Context: an optimization exercise on an open-source flow, tuned for small area and a short achievable clock period. The choices shown serve that exercise and are no tape-out recipe. The RTL was checked by simulation tests, not by an equivalence proof against the original design.

## JK
Design fu_mul_lat3_32b, start of the top module:
module fu_mul_lat3_32b (
  input  logic        clk,
  input  logic        reset,
  input  logic        io_glock,
  input  logic [31:0] io_o1data,
  input  logic        io_o1load,
  input  logic [31:0] io_t1data,
  input  logic        io_t1load,
  input  logic [1:0]  io_t1opcode,
  output logic [31:0] io_r1data,
  output logic        io_r1valid
);
  logic [9:0]  o1X1_q, o1X2_q, o1X3_q, o1X4_q, o1Ng_q;
  logic [2:0]  o1Top_q;    
  logic [32:0] s1A_q;      
  logic [34:0] s1A3_q;     
  logic        s1SB_q;     
  logic        s1Hi_q;     
  logic        s1Valid_q;
  logic [142:0] s2Cs_q;   
  logic        s2Hi_q;
  logic        s2Valid_q;
  logic [31:0] r1Data_q;
  logic        r1Valid_q;
  logic        trigger;
  logic [32:0] aExt;
  logic [34:0] a3;
  assign trigger = io_t1load & ~io_glock;
  assign aExt = {io_t1opcode[1] & io_t1data[31], io_t1data};
  assign a3 = {{2{aExt[32]}}, aExt} + {aExt[32], aExt, 1'b0};
  logic [10:0] x1, x2, x3, x4, ng;
  logic [30:0] wbx;   
  logic [9:0]  wX1, wX2, wX3, wX4, wNg;
  assign wbx = {io_o1data[29:0], 1'b0};
  always_comb begin
    for (int i = 0; i < 10; i++) begin
      wX1[i] = (wbx[3*i+1] ^ wbx[3*i]) & ~(wbx[3*i+2] ^ wbx[3*i+3]);
      wX3[i] = (wbx[3*i+1] ^ wbx[3*i]) & (wbx[3*i+2] ^ wbx[3*i+3]);
      wX2[i] = ~(wbx[3*i+1] ^ wbx[3*i]) & (wbx[3*i+2] ^ wbx[3*i+1]);
      wX4[i] = ~(wbx[3*i+1] ^ wbx[3*i]) & ~(wbx[3*i+2] ^ wbx[3*i+1]) & (wbx[3*i+2] ^ wbx[3*i+3]);
      wNg[i] = wbx[3*i+3];
    end
  end
  logic [3:0] tbx;   
  logic [0:0] tX1, tX2, tX3, tX4, tNg;
  assign tbx = {s1SB_q & o1Top_q[2], o1Top_q};
  always_comb begin
    for (int i = 0; i < 1; i++) begin
  ...
clock: 8.5 ns
lec_check: 0
abc_clock_period_in_ps: 4000
cap_margin: 20
core_margin: 2
core_utilization: 55
cts_cluster_size: 20
setup_slack_margin: 4.0
slew_margin: 20
run.sh (not shown) runs the stock make flow with config.mk's settings and CLKGATE_MAP_FILE= SYNTH_SCRIPT=/design/flow/synth_recipe.tcl, a recipe that flattens the netlist after the stock synthesis.
For MS, these inputs were changed with respect to JK:
Settings: changing SETUP_SLACK_MARGIN from 4.0 to 4.6.
[summary]
- In MS relative to JK, final cell count had gone up slightly.
- Across both runs, routed wire length was higher for MS than for JK.
- Changes observed in MS relative to JK: initial antenna violation count has increased; area after synthesis comparable.
- Going from JK to MS, via count grew slightly.

---

Another version of the RTL of fu_mul_lat3_32b (not shown whole).
Size: roughly 300 flip-flops, ~100 I/O pins, ~34000 sq um of cells after synthesis.
export LEC_CHECK = 0
export ABC_CLOCK_PERIOD_IN_PS = 4000
export CAP_MARGIN = 20
export CORE_MARGIN = 2
export CORE_UTILIZATION = 55
export CTS_CLUSTER_SIZE = 20
export SETUP_SLACK_MARGIN = 4.6
export SLEW_MARGIN = 60
create_clock -name core_clock -period 8.5 [get_ports {clk}]
Rerun with:
--- a/flow/config.mk
+++ b/flow/config.mk
@@ -11,4 +11,4 @@
 export CORE_UTILIZATION = 55
 export CTS_CLUSTER_SIZE = 20
-export SETUP_SLACK_MARGIN = 4.6
-export SLEW_MARGIN = 60
+export SETUP_SLACK_MARGIN = 4.3
+export SLEW_MARGIN = 20
Final cell count drops by 2.8%.
Fmax went down by 6.7%.
Worst setup slack degrades by 0.28 ns.
Via count is lower by 4.6%.
Routed wire length goes down by 6.9%.

---

## job 4770
Another version of the RTL of fu_mul_lat3_32b (not shown whole).
Size: ~3,300 cells after synthesis, about 300 flip-flops, ~100 I/O pins, roughly 33,000 um2 of cells after synthesis.
Design fu_mul_lat3_32b, start of the top module:
module fu_mul_lat3_32b (
  input  logic        clk,
  input  logic        reset,
  input  logic        io_glock,
  input  logic [31:0] io_o1data,
  input  logic        io_o1load,
  input  logic [31:0] io_t1data,
  input  logic        io_t1load,
  input  logic [1:0]  io_t1opcode,
  output logic [31:0] io_r1data,
  output logic        io_r1valid
);
  logic [9:0]  o1X1_q, o1X2_q, o1X3_q, o1X4_q, o1Ng_q;
  logic [2:0]  o1Top_q;    
  logic [32:0] s1A_q;      
  logic [34:0] s1A3_q;     
  logic        s1SB_q;     
  logic        s1Hi_q;     
  logic        s1Valid_q;
  logic [142:0] s2Cs_q;   
  logic        s2Hi_q;
  logic        s2Valid_q;
  logic [31:0] r1Data_q;
  logic        r1Valid_q;
  logic        trigger;
  logic [32:0] aExt;
  logic [34:0] a3;
  assign trigger = io_t1load & ~io_glock;
  assign aExt = {io_t1opcode[1] & io_t1data[31], io_t1data};
  assign a3 = {{2{aExt[32]}}, aExt} + {aExt[32], aExt, 1'b0};
  logic [10:0] x1, x2, x3, x4, ng;
  logic [30:0] wbx;   
  logic [9:0]  wX1, wX2, wX3, wX4, wNg;
  assign wbx = {io_o1data[29:0], 1'b0};
  always_comb begin
    for (int i = 0; i < 10; i++) begin
      wX1[i] = (wbx[3*i+1] ^ wbx[3*i]) & ~(wbx[3*i+2] ^ wbx[3*i+3]);
      wX3[i] = (wbx[3*i+1] ^ wbx[3*i]) & (wbx[3*i+2] ^ wbx[3*i+3]);
      wX2[i] = ~(wbx[3*i+1] ^ wbx[3*i]) & (wbx[3*i+2] ^ wbx[3*i+1]);
      wX4[i] = ~(wbx[3*i+1] ^ wbx[3*i]) & ~(wbx[3*i+2] ^ wbx[3*i+1]) & (wbx[3*i+2] ^ wbx[3*i+3]);
      wNg[i] = wbx[3*i+3] & ~(wbx[3*i+2] & wbx[3*i+1] & wbx[3*i]);
    end
  end
  logic [3:0] tbx;   
  logic [0:0] tX1, tX2, tX3, tX4, tNg;
  assign tbx = {s1SB_q & o1Top_q[2], o1Top_q};
  always_comb begin
  ...
==> flow/config.mk <==
export PLATFORM = sky130hd
export DESIGN_NAME = fu_mul_lat3_32b
export DESIGN_NICKNAME = fu_mul_lat3_32b
export VERILOG_FILES = /design/flow/design.v
export SDC_FILE = /design/flow/constraint.sdc
export NUM_CORES = 4
export LEC_CHECK = 0
export CAP_MARGIN = 20
export CORE_MARGIN = 2
export CORE_UTILIZATION = 70
export CTS_CLUSTER_SIZE = 20
export SETUP_SLACK_MARGIN = 4.6
export SLEW_MARGIN = 20
export SYNTH_HIERARCHICAL = 1
export SYNTH_MINIMUM_KEEP_SIZE = 0
==> flow/constraint.sdc <==
create_clock -name core_clock -period 8.5 [get_ports {clk}]
set_input_delay 1.7000 -clock core_clock [delete_from_list [all_inputs] [get_ports {clk}]]
set_output_delay 1.7000 -clock core_clock [all_outputs]
set_load 0.01 [all_outputs]
For job 1562, these inputs were changed with respect to job 4770:
-- flow/config.mk --
<<< job 4770, line 6
export NUM_CORES = 4
export LEC_CHECK = 0
export CAP_MARGIN = 20
export CORE_MARGIN = 2
export CORE_UTILIZATION = 70
export CTS_CLUSTER_SIZE = 20
export SETUP_SLACK_MARGIN = 4.6
>>> job 1562, line 6
export NUM_CORES = 4
export LEC_CHECK = 0
export ABC_CLOCK_PERIOD_IN_PS = 4000
export CAP_MARGIN = 20
export CORE_MARGIN = 2
export CORE_UTILIZATION = 55
export CTS_CLUSTER_SIZE = 20
export SETUP_SLACK_MARGIN = 4.6
Notes after the runs:
- Job 1562 vs. job 4770: TritonCTS buffer count now sits higher; average wire length per cell after detail routing now sits lower; total track usage now sits lower.
- Diff job 4770 and job 1562: length of routed wiring on met1 higher in job 1562
- Taking job 4770 as the reference point, the worst-path maximum fanout of job 1562 rises by 22.
- Job 1562 vs. job 4770: least setup slack across all paths after layout picked up an extra 0.14 ns; final worst clock skew +0.0054 ns.
- Job 4770 ended up with fewer cell instances than job 1562 did.
Input-level comparison between job 9446 and job 1562:
-- flow/config.mk --
<<< job 1562, line 6
export NUM_CORES = 4
export LEC_CHECK = 0
export ABC_CLOCK_PERIOD_IN_PS = 4000
export CAP_MARGIN = 20
export CORE_MARGIN = 2
>>> job 9446, line 6
export NUM_CORES = 4
export LEC_CHECK = 0
export CAP_MARGIN = 20
export CORE_MARGIN = 2
<<< job 1562, line 15
export SYNTH_HIERARCHICAL = 1
export SYNTH_MINIMUM_KEEP_SIZE = 0
>>> job 9446, line 14
export SYNTH_HIERARCHICAL = 1
export SYNTH_MINIMUM_KEEP_SIZE = 0
export TNS_END_PERCENT = 10
### Flow results
Compared with job 1562, placement density in the core of job 9446 is lower.
Looking at job 9446 and job 1562, the area taken by flip-flops and latches is a wash.
Total via count in the routed design was lower in the run labelled job 9446.

==> port drivers added, routing unchanged <==
How much do the figures lean on ideal ports? The routed layouts below were timed once more, with nothing changed but the port constraints.
Step 1 assumes that a clkbuf_16 drives the clock port and a buf_2 every other input.
Step 2 moves the port delays by t, midway between the first and last clock arrival at a register: inputs arrive t later, outputs are due t later. That takes back most of the time a late clock gives input paths.
Slacks: ideal ports / drivers / drivers and shift; pairs: ideal ports / drivers.
| run | t, ns | setup WS [ns] | latest minus earliest clock arrival (ns) | cell pins on the clock port's net |
|---|---|---|---|---|
| JK | 0.620 | 4.048 / 4.092 / 3.472 | 0.016 / 0.016 | 1 |
| MS | 0.627 | 4.585 / 4.587 / 3.987 | 0.028 / 0.027 | 1 |
| the first run of note 2 | 0.629 | 4.563 / 4.563 / 4.094 | 0.035 / 0.036 | 1 |
| the second run of note 2 | 0.625 | 4.280 / 4.285 / 3.699 | 0.021 / 0.020 | 1 |
| job 4770 | 0.639 | 4.448 / 4.448 / 3.968 | 0.034 / 0.034 | 1 |
| job 1562 | 0.629 | 4.589 / 4.589 / 4.096 | 0.039 / 0.039 | 1 |
| job 9446 | 0.639 | 4.365 / 4.365 / 3.890 | 0.046 / 0.046 | 1 |
After both steps every run listed still meets setup and hold. For MS, which loses most, drivers alone change the setup slack by +0.002 ns; drivers and shift together by -0.598 ns.
